From an optimization exercise on the open Yosys and OpenROAD flow, aimed at small area; shortcuts taken in it are not production practice. Function was checked by simulation only, so behaviour that the tests miss may differ from the original. The flow treats the clock pin as an ideal source, which a real chip does not have. Power is estimated from default activity; no workload was simulated.

==> inputs of build 73 <==
==> flow/design.v <==
package sccb_pkg;
    typedef enum logic [2:0] {
        S_IDLE     = 3'b000,    
        S_ID       = 3'b001,
        S_SUB      = 3'b010,
        S_DATA     = 3'b011,
        S_RD       = 3'b100,
        S_ID_ACK   = 3'b101,
        S_SUB_ACK  = 3'b110,
        S_DATA_ACK = 3'b111
    } state_t;
    localparam logic [6:0] DEV_ID_DEFAULT = 7'h21;
endpackage
module sccb_sync_edge (
    input  logic clk,
    input  logic reset,
    input  logic din,
    output logic sync,
    output logic rise,
    output logic fall
);
    logic meta_r;
    logic sync_r;
    logic prev_r;
    always_ff @(posedge clk) begin
        if (reset) begin
            meta_r <= 1'b1;
            sync_r <= 1'b1;
            prev_r <= 1'b1;
        end else begin
            meta_r <= din;
            sync_r <= meta_r;
            prev_r <= sync_r;
        end
    end
    assign sync = sync_r;
    assign rise = sync_r & ~prev_r;
    assign fall = ~sync_r & prev_r;
endmodule
module sccb_responder #(
    parameter logic [6:0] DEV_ID = sccb_pkg::DEV_ID_DEFAULT
) (
    input  logic       sccb_clk,
    input  logic       sccb_reset,
    input  logic       sio_c_in,
    input  logic       sio_d_in,
    output logic       sio_d_oe,
    output logic       sio_d_out,
    output logic       wr_strobe,
    output logic [7:0] wr_addr,
    output logic [7:0] wr_data,
    output logic       busy
);
    logic scl_s, scl_rise_s, scl_fall_s;
    logic sda_s, sda_rise_s, sda_fall_s;
    logic start_s, stop_s;
    sccb_sync_edge u_sync_c (
        .clk   (sccb_clk),
        .reset (sccb_reset),
        .din   (sio_c_in),
        .sync  (scl_s),
        .rise  (scl_rise_s),
        .fall  (scl_fall_s)
    );
    sccb_sync_edge u_sync_d (
        .clk   (sccb_clk),
        .reset (sccb_reset),
        .din   (sio_d_in),
        .sync  (sda_s),
        .rise  (sda_rise_s),
        .fall  (sda_fall_s)
    );
    assign start_s = sda_fall_s & scl_s;
    assign stop_s  = sda_rise_s & scl_s;
    sccb_pkg::state_t state_r, state_s;
    logic [3:0]       cnt_r, cnt_s;       
    logic [7:0]       sh_r;
    logic [7:0]       sub_r;
    logic             sub0_r;             
    logic             idok_r;             
    logic             busy_r, busy_s;
    logic             wr_strobe_r;
    logic [7:0]       wr_addr_r, wr_data_r;
    logic [7:0]       rd_q_r;
    logic             pend_r;             
    logic [5:0]       ptr_r;
    logic [7:0]       wdata_s;
    logic             bit_s, we_s, in_rd, last_s;
    localparam logic [7:0] ID_BITS = {1'b0, DEV_ID[0], DEV_ID[1], DEV_ID[2],
                                      DEV_ID[3], DEV_ID[4], DEV_ID[5], DEV_ID[6]};
    assign wdata_s = {sh_r[6:0], sda_s};
    assign in_rd   = (state_r == sccb_pkg::S_RD);
    assign bit_s   = scl_rise_s & ~cnt_r[3] & ~start_s & ~stop_s;
    assign last_s  = (cnt_r[2:0] == 3'd7);
    assign we_s    = bit_s & last_s & (state_r == sccb_pkg::S_DATA);
    always_comb begin
        state_s = state_r;
        cnt_s   = cnt_r;
        busy_s  = busy_r;
        if (stop_s) begin
            state_s = sccb_pkg::S_IDLE;
            busy_s  = 1'b0;
        end else if (start_s) begin
            state_s = sccb_pkg::S_ID;
            cnt_s   = '0;
        end else if (state_r != sccb_pkg::S_IDLE) begin
            if (scl_rise_s && !cnt_r[3]) begin
                cnt_s = cnt_r + 4'd1;
            end
            if (scl_fall_s) begin
                cnt_s = '0;
                case (state_r)
                    sccb_pkg::S_ID: begin
                        if (cnt_r[3]) begin
                            state_s = idok_r ? sccb_pkg::S_ID_ACK : sccb_pkg::S_IDLE;
                            busy_s  = idok_r;
                        end
                        cnt_s = cnt_r;
                    end
                    sccb_pkg::S_SUB: begin
                        if (cnt_r[3]) state_s = sccb_pkg::S_SUB_ACK;
                        cnt_s = cnt_r;
                    end
                    sccb_pkg::S_DATA: begin
                        if (cnt_r[3]) state_s = sccb_pkg::S_DATA_ACK;
                        cnt_s = cnt_r;
                    end
                    sccb_pkg::S_RD: begin
                        if (cnt_r[3]) state_s = sccb_pkg::S_IDLE;
                        cnt_s = cnt_r;
                    end
                    sccb_pkg::S_ID_ACK:   state_s = idok_r ? sccb_pkg::S_RD : sccb_pkg::S_SUB;
                    sccb_pkg::S_SUB_ACK:  state_s = sccb_pkg::S_DATA;
                    default:              state_s = sccb_pkg::S_IDLE;
                endcase
            end
        end
    end
    always_ff @(posedge sccb_clk) begin
        if (sccb_reset) begin
            state_r     <= sccb_pkg::S_IDLE;
            sub0_r      <= 1'b1;
            busy_r      <= 1'b0;
            wr_strobe_r <= 1'b0;
            wr_addr_r   <= 8'h00;
            wr_data_r   <= 8'h00;
        end else begin
            state_r     <= state_s;
            busy_r      <= busy_s;
            wr_strobe_r <= we_s;
            if (bit_s && last_s && (state_r == sccb_pkg::S_SUB)) begin
                sub0_r <= 1'b0;
            end
            if (we_s) begin
                wr_addr_r <= sub_r;
                wr_data_r <= wdata_s;
            end
        end
    end
    always_ff @(posedge sccb_clk) begin
        cnt_r <= cnt_s;
        if (start_s) begin
            idok_r <= 1'b1;
        end else if (scl_fall_s && cnt_r[3] && (state_r == sccb_pkg::S_ID)) begin
            idok_r <= sda_s;
        end else if (bit_s && !last_s && (state_r == sccb_pkg::S_ID) &&
                     (sda_s != ID_BITS[cnt_r[2:0]])) begin
            idok_r <= 1'b0;
        end
        if (bit_s) begin
            case (state_r)
                sccb_pkg::S_SUB, sccb_pkg::S_DATA: sh_r <= wdata_s;
                default: ;
            endcase
            if (last_s && (state_r == sccb_pkg::S_SUB)) begin
                sub_r <= wdata_s;
            end
        end
    end
    logic [8*64-1:0] ring_r [4];
    logic [7:0]      ring_in [4];
    logic            hit_w, hit_r;
    logic [1:0]      rsel;
    logic            cap_r;      
    assign hit_w = (ptr_r == sub_r[7:2]);
    assign hit_r = sub0_r ? (ptr_r == 6'd0) : hit_w;
    assign rsel  = sub0_r ? 2'd0 : sub_r[1:0];
    always_comb begin
        for (int r = 0; r < 4; r++) begin
            if (pend_r && hit_w && (sub_r[1:0] == 2'(r))) begin
                ring_in[r] = sh_r;
            end else begin
                ring_in[r] = ring_r[r][7:0];
            end
        end
    end
    always_ff @(posedge sccb_clk) begin
        ptr_r <= {ptr_r[4:0], ptr_r[5] ^ ptr_r[4] ^ (ptr_r[4:0] == 5'd0)};
        for (int r = 0; r < 4; r++) begin
            ring_r[r] <= {ring_in[r], ring_r[r][8*64-1:8]};
        end
        if (we_s && !sccb_reset) begin
            pend_r <= 1'b1;
        end else if (hit_w) begin
            pend_r <= 1'b0;
        end
        if (in_rd) begin
            if (scl_fall_s) rd_q_r <= {rd_q_r[6:0], 1'b0};
        end else if (cap_r) begin
            rd_q_r <= ring_r[rsel][8*64-1:8*63];
        end
        cap_r <= hit_r;
    end
    assign sio_d_oe  = state_r[2];
    assign sio_d_out = ~state_r[2] | (in_rd & rd_q_r[7]);
    assign wr_strobe = wr_strobe_r;
    assign wr_addr   = wr_addr_r;
    assign wr_data   = wr_data_r;
    assign busy      = busy_r;
endmodule
==> flow/flow/run.sh <==
#!/bin/bash
# Standard layout, with small port buffers, a clock tree built without dummy
# loads, and clock leaf nets split after CTS where their slew is too high.
set -euo pipefail
export BUFFER_PORTS_ARGS="-buffer_cell sky130_fd_sc_hd__buf_1"
export CTS_ARGS="-sink_clustering_enable -repair_clock_nets -dont_use_dummy_load -sink_clustering_size 36 -sink_clustering_max_diameter 70 -buf_list sky130_fd_sc_hd__buf_12"
export POST_CTS_TCL="$PWD/flow/post_cts.tcl"
export CLK_SLEW_TARGET_NS=0.117
bash standard.sh finish > make_finish.log 2>&1
==> flow/flow/post_cts.tcl <==
# After clock tree synthesis: split any clock leaf net whose estimated slew at
# a flip-flop clock pin exceeds the target, by moving the half of its sinks on
# one side to a new buffer of the same type, driven from the same parent net.
# Repeats until every clock pin meets the target.
set slew_target [expr {[info exists ::env(CLK_SLEW_TARGET_NS)] ? $::env(CLK_SLEW_TARGET_NS) : 0.115}]
set block [ord::get_db_block]
set db [ord::get_db]

proc clk_worst_pins {target} {
  set bad {}
  foreach pin [get_pins -hierarchical */CLK] {
    set s [get_property $pin slew_max]
    if {$s > $target} { lappend bad [list $s $pin] }
  }
  return [lsort -real -decreasing -index 0 $bad]
}

proc iterm_xy {it} {
  set box [[$it getInst] getBBox]
  return [list [expr {([$box xMin] + [$box xMax]) / 2}] [expr {([$box yMin] + [$box yMax]) / 2}]]
}

set split_count 0
for {set iter 0} {$iter < 40} {incr iter} {
  estimate_parasitics -placement
  set bad [clk_worst_pins $slew_target]
  if {[llength $bad] == 0} { break }
  set pin [lindex [lindex $bad 0] 1]
  puts "post_cts: worst clock pin slew [lindex [lindex $bad 0] 0] at [get_full_name $pin]"
  set it [sta::sta_to_db_pin $pin]
  set net [$it getNet]
  set drv ""
  set sinks {}
  foreach t [$net getITerms] {
    if {[$t isOutputSignal]} { set drv $t } else { lappend sinks $t }
  }
  if {$drv eq "" || [llength $sinks] < 2} { puts "post_cts: cannot split [$net getName]"; break }
  set dinst [$drv getInst]
  set master [$dinst getMaster]
  set parent ""
  foreach t [$dinst getITerms] {
    if {[$t isInputSignal]} { set parent [$t getNet] }
  }
  if {$parent eq ""} { puts "post_cts: no parent for [$dinst getName]"; break }
  # split along the wider spread, at the median
  set xs {}; set ys {}
  foreach t $sinks { lassign [iterm_xy $t] x y; lappend xs $x; lappend ys $y }
  set dx [expr {[tcl::mathfunc::max {*}$xs] - [tcl::mathfunc::min {*}$xs]}]
  set dy [expr {[tcl::mathfunc::max {*}$ys] - [tcl::mathfunc::min {*}$ys]}]
  set idx [expr {$dx >= $dy ? 0 : 1}]
  set keyed {}
  foreach t $sinks { lappend keyed [list [lindex [iterm_xy $t] $idx] $t] }
  set keyed [lsort -integer -index 0 $keyed]
  set half [expr {[llength $keyed] / 2}]
  set moved [lrange $keyed $half end]
  set name "clkfix_buf_$split_count"
  set nname "clkfix_net_$split_count"
  incr split_count
  set ninst [odb::dbInst_create $block $master $name]
  set nnet [odb::dbNet_create $block $nname]
  $nnet setSigType CLOCK
  set sx 0; set sy 0
  foreach k $moved {
    set t [lindex $k 1]
    lassign [iterm_xy $t] x y
    set sx [expr {$sx + $x}]; set sy [expr {$sy + $y}]
    $t disconnect
    $t connect $nnet
  }
  set n [llength $moved]
  $ninst setLocation [expr {$sx / $n}] [expr {$sy / $n}]
  $ninst setPlacementStatus PLACED
  foreach t [$ninst getITerms] {
    if {[$t isInputSignal]} { $t connect $parent }
    if {[$t isOutputSignal]} { $t connect $nnet }
  }
  puts "post_cts: split [$net getName] ([llength $sinks] sinks), moved $n to $name"
}
if {$split_count > 0} {
  detailed_placement
  estimate_parasitics -placement
  set bad [clk_worst_pins $slew_target]
  puts "post_cts: $split_count splits, [llength $bad] clock pins still over $slew_target"
}
==> flow/standard.sh <==
#!/bin/bash
# synth_recipe.tcl (not shown) runs the flow's synth.tcl, then flattens the netlist and writes it again
# the make line also repeats each setting of config.mk as NAME=value (left out here)
make -C /OpenROAD-flow-scripts/flow DESIGN_CONFIG=/design/flow/config.mk WORK_HOME=/design/flow/orfs CLKGATE_MAP_FILE= SYNTH_SCRIPT=/design/flow/synth_recipe.tcl "${@:-finish}"
==> flow/config.mk <==
export PLATFORM = sky130hd
export DESIGN_NAME = sccb_responder
export DESIGN_NICKNAME = sccb_responder
export VERILOG_FILES = /design/flow/design.v
export SDC_FILE = /design/flow/constraint.sdc
export NUM_CORES = 4
export LEC_CHECK = 0
export CAP_MARGIN = 20
export CORE_MARGIN = 2
export CORE_UTILIZATION = 40
export SLEW_MARGIN = 20
==> flow/constraint.sdc <==
create_clock -name core_clock -period 10.0 [get_ports {sccb_clk}]
set_input_delay 2.0000 -clock core_clock [delete_from_list [all_inputs] [get_ports {sccb_clk}]]
set_output_delay 2.0000 -clock core_clock [all_outputs]
set_load 0.01 [all_outputs]
==> build 74 (differences from build 73) <==
==> flow/design.v, changed modules only <==
module sccb_responder #(
    parameter logic [6:0] DEV_ID = sccb_pkg::DEV_ID_DEFAULT
) (
    input  logic       sccb_clk,
    input  logic       sccb_reset,
    input  logic       sio_c_in,
    input  logic       sio_d_in,
    output logic       sio_d_oe,
    output logic       sio_d_out,
    output logic       wr_strobe,
    output logic [7:0] wr_addr,
    output logic [7:0] wr_data,
    output logic       busy
);
    logic scl_s, scl_rise_s, scl_fall_s;
    logic sda_s, sda_rise_s, sda_fall_s;
    logic start_s, stop_s;
    sccb_sync_edge u_sync_c (
        .clk   (sccb_clk),
        .reset (sccb_reset),
        .din   (sio_c_in),
        .sync  (scl_s),
        .rise  (scl_rise_s),
        .fall  (scl_fall_s)
    );
    sccb_sync_edge u_sync_d (
        .clk   (sccb_clk),
        .reset (sccb_reset),
        .din   (sio_d_in),
        .sync  (sda_s),
        .rise  (sda_rise_s),
        .fall  (sda_fall_s)
    );
    assign start_s = sda_fall_s & scl_s;
    assign stop_s  = sda_rise_s & scl_s;
    sccb_pkg::state_t state_r, state_s;
    logic [3:0]       cnt_r, cnt_s;       
    logic [7:0]       sh_r;
    logic [7:0]       sub_r;
    logic             sub0_r;             
    logic             rw_r;
    logic             idok_r;             
    logic             busy_r, busy_s;
    logic             wr_strobe_r;
    logic [7:0]       wr_addr_r, wr_data_r;
    logic [7:0]       rd_q_r;
    logic             pend_r;             
    logic [5:0]       ptr_r;
    logic [7:0]       wdata_s;
    logic             bit_s, we_s, in_rd, last_s;
    assign wdata_s = {sh_r[6:0], sda_s};
    assign in_rd   = (state_r == sccb_pkg::S_RD);
    assign bit_s   = scl_rise_s & ~cnt_r[3] & ~start_s & ~stop_s;
    assign last_s  = (cnt_r[2:0] == 3'd7);
    assign we_s    = bit_s & last_s & (state_r == sccb_pkg::S_DATA);
    always_comb begin
        state_s = state_r;
        cnt_s   = cnt_r;
        busy_s  = busy_r;
        if (stop_s) begin
            state_s = sccb_pkg::S_IDLE;
            busy_s  = 1'b0;
        end else if (start_s) begin
            state_s = sccb_pkg::S_ID;
            cnt_s   = '0;
        end else if (state_r != sccb_pkg::S_IDLE) begin
            if (scl_rise_s && !cnt_r[3]) begin
                cnt_s = cnt_r + 4'd1;
            end
            if (scl_fall_s) begin
                cnt_s = '0;
                case (state_r)
                    sccb_pkg::S_ID: begin
                        if (cnt_r[3]) begin
                            state_s = idok_r ? sccb_pkg::S_ID_ACK : sccb_pkg::S_IDLE;
                            busy_s  = idok_r;
                        end
                        cnt_s = cnt_r;
                    end
                    sccb_pkg::S_SUB: begin
                        if (cnt_r[3]) state_s = sccb_pkg::S_SUB_ACK;
                        cnt_s = cnt_r;
                    end
                    sccb_pkg::S_DATA: begin
                        if (cnt_r[3]) state_s = sccb_pkg::S_DATA_ACK;
                        cnt_s = cnt_r;
                    end
                    sccb_pkg::S_RD: begin
                        if (cnt_r[3]) state_s = sccb_pkg::S_IDLE;
                        cnt_s = cnt_r;
                    end
                    sccb_pkg::S_ID_ACK:   state_s = rw_r ? sccb_pkg::S_RD : sccb_pkg::S_SUB;
                    sccb_pkg::S_SUB_ACK:  state_s = sccb_pkg::S_DATA;
                    default:              state_s = sccb_pkg::S_IDLE;
                endcase
            end
        end
    end
    always_ff @(posedge sccb_clk) begin
        if (sccb_reset) begin
            state_r     <= sccb_pkg::S_IDLE;
            sub0_r      <= 1'b1;
            busy_r      <= 1'b0;
            wr_strobe_r <= 1'b0;
            wr_addr_r   <= 8'h00;
            wr_data_r   <= 8'h00;
        end else begin
            state_r     <= state_s;
            busy_r      <= busy_s;
            wr_strobe_r <= we_s;
            if (bit_s && last_s && (state_r == sccb_pkg::S_SUB)) begin
                sub0_r <= 1'b0;
            end
            if (we_s) begin
                wr_addr_r <= sub_r;
                wr_data_r <= wdata_s;
            end
        end
    end
    always_ff @(posedge sccb_clk) begin
        cnt_r <= cnt_s;
        if (bit_s) begin
            case (state_r)
                sccb_pkg::S_ID: begin
                    if (last_s) rw_r <= sda_s;
                    else idok_r <= ((cnt_r[2:0] == 3'd0) | idok_r) &
                                   (sda_s == DEV_ID[3'd6 - cnt_r[2:0]]);
                end
                sccb_pkg::S_SUB, sccb_pkg::S_DATA: sh_r <= wdata_s;
                default: ;
            endcase
            if (last_s && (state_r == sccb_pkg::S_SUB)) begin
                sub_r <= wdata_s;
            end
        end
    end
    logic [8*64-1:0] ring_r [4];
    logic [7:0]      ring_in [4];
    logic            hit_w, hit_r;
    logic [1:0]      rsel;
    assign hit_w = (ptr_r == sub_r[7:2]);
    assign hit_r = sub0_r ? (ptr_r == 6'd0) : hit_w;
    assign rsel  = sub0_r ? 2'd0 : sub_r[1:0];
    always_comb begin
        for (int r = 0; r < 4; r++) begin
            if (pend_r && hit_w && (sub_r[1:0] == 2'(r))) begin
                ring_in[r] = sh_r;
            end else begin
                ring_in[r] = ring_r[r][7:0];
            end
        end
    end
    always_ff @(posedge sccb_clk) begin
        ptr_r <= ptr_r + 6'd1;
        for (int r = 0; r < 4; r++) begin
            ring_r[r] <= {ring_in[r], ring_r[r][8*64-1:8]};
        end
        if (we_s && !sccb_reset) begin
            pend_r <= 1'b1;
        end else if (hit_w) begin
            pend_r <= 1'b0;
        end
        if (in_rd) begin
            if (scl_fall_s) rd_q_r <= {rd_q_r[6:0], 1'b0};
        end else if (hit_r) begin
            rd_q_r <= ring_in[rsel];
        end
    end
    assign sio_d_oe  = state_r[2];
    assign sio_d_out = ~state_r[2] | (in_rd & rd_q_r[7]);
    assign wr_strobe = wr_strobe_r;
    assign wr_addr   = wr_addr_r;
    assign wr_data   = wr_data_r;
    assign busy      = busy_r;
endmodule
==> flow/flow/run.sh (replaced) <==
#!/bin/bash
# Standard layout, with small port buffers and the clock tree built without
# dummy loads.
set -euo pipefail
export BUFFER_PORTS_ARGS="-buffer_cell sky130_fd_sc_hd__buf_1"
export CTS_ARGS="-sink_clustering_enable -repair_clock_nets -dont_use_dummy_load -sink_clustering_size 40 -sink_clustering_max_diameter 50"
bash standard.sh finish > make_finish.log 2>&1
- PLACE_DENSITY: default -> 0.85
removed: flow/flow/post_cts.tcl
==> flow_summary.yaml <==
status:
  status: "timing/DRC/antenna clean"
final_layout:
  n_all_inverters: 17
  multi_input_gates: 228
placed_design:
  place_area_sq_um: 46400
  place_ws_ps: 6980
sta:
  skew_ps: 150
setup_path:
  crit_fanout: 12
  cp.arrival_ps: 1840
yosys:
  syn_nets: 2388
  syn_inst: 2377
  synth_fa_ha_area_frac: 0.00197
[end of results for build 74]
==> flow_summary.yaml <==
route:
  drt-initial-drc-count: 839
power:
  power_frac_clock: 0.324
clocking:
  cts_sinks: 2113
setup_path:
  worstPathCellList: "nor2_1, nand2_1, nand2_1, buf_1"
final_layout:
  n_all_inverters: 8
  multi_input_gates: 214
status:
  status: "timing/DRC/antenna clean"
sta:
  hold_viol_final: 0
  skew_ps: 121
yosys:
  synth_fa_ha_area_frac: 0.00141
  syn_nets: 2356
placed_design:
  place_area_sq_um: 46200
grt:
  grt.met3_usage: 0.0190
[end of results for build 73]

[separate check: timing with driven ports]
No port has a modelled driver above. Below, the same layouts with a new extraction and two added sets of constraints. Step 1 (the two cells are an assumption about what drives the block):
set clk [get_ports {sccb_clk}]
set_driving_cell -lib_cell sky130_fd_sc_hd__clkbuf_16 $clk
set_driving_cell -lib_cell sky130_fd_sc_hd__buf_2 [delete_from_list [all_inputs] $clk]
Step 2, shift: input delay + t, output delay - t, t = (earliest + latest rising clock arrival at the registers) / 2. This alone moves slack from input paths to output paths. a / b / c = ideal ports / drivers / drivers and shift; a / b = the first two.
run | t, ns | slack for setup (ns) | cell pins on the clock port's net
build 73 | 0.680 | 6.388 / 6.321 / 6.981 | 1
build 74 | 0.686 | 6.159 / 6.100 / 6.786 | 1
After both steps setup and hold are still met in every run listed.
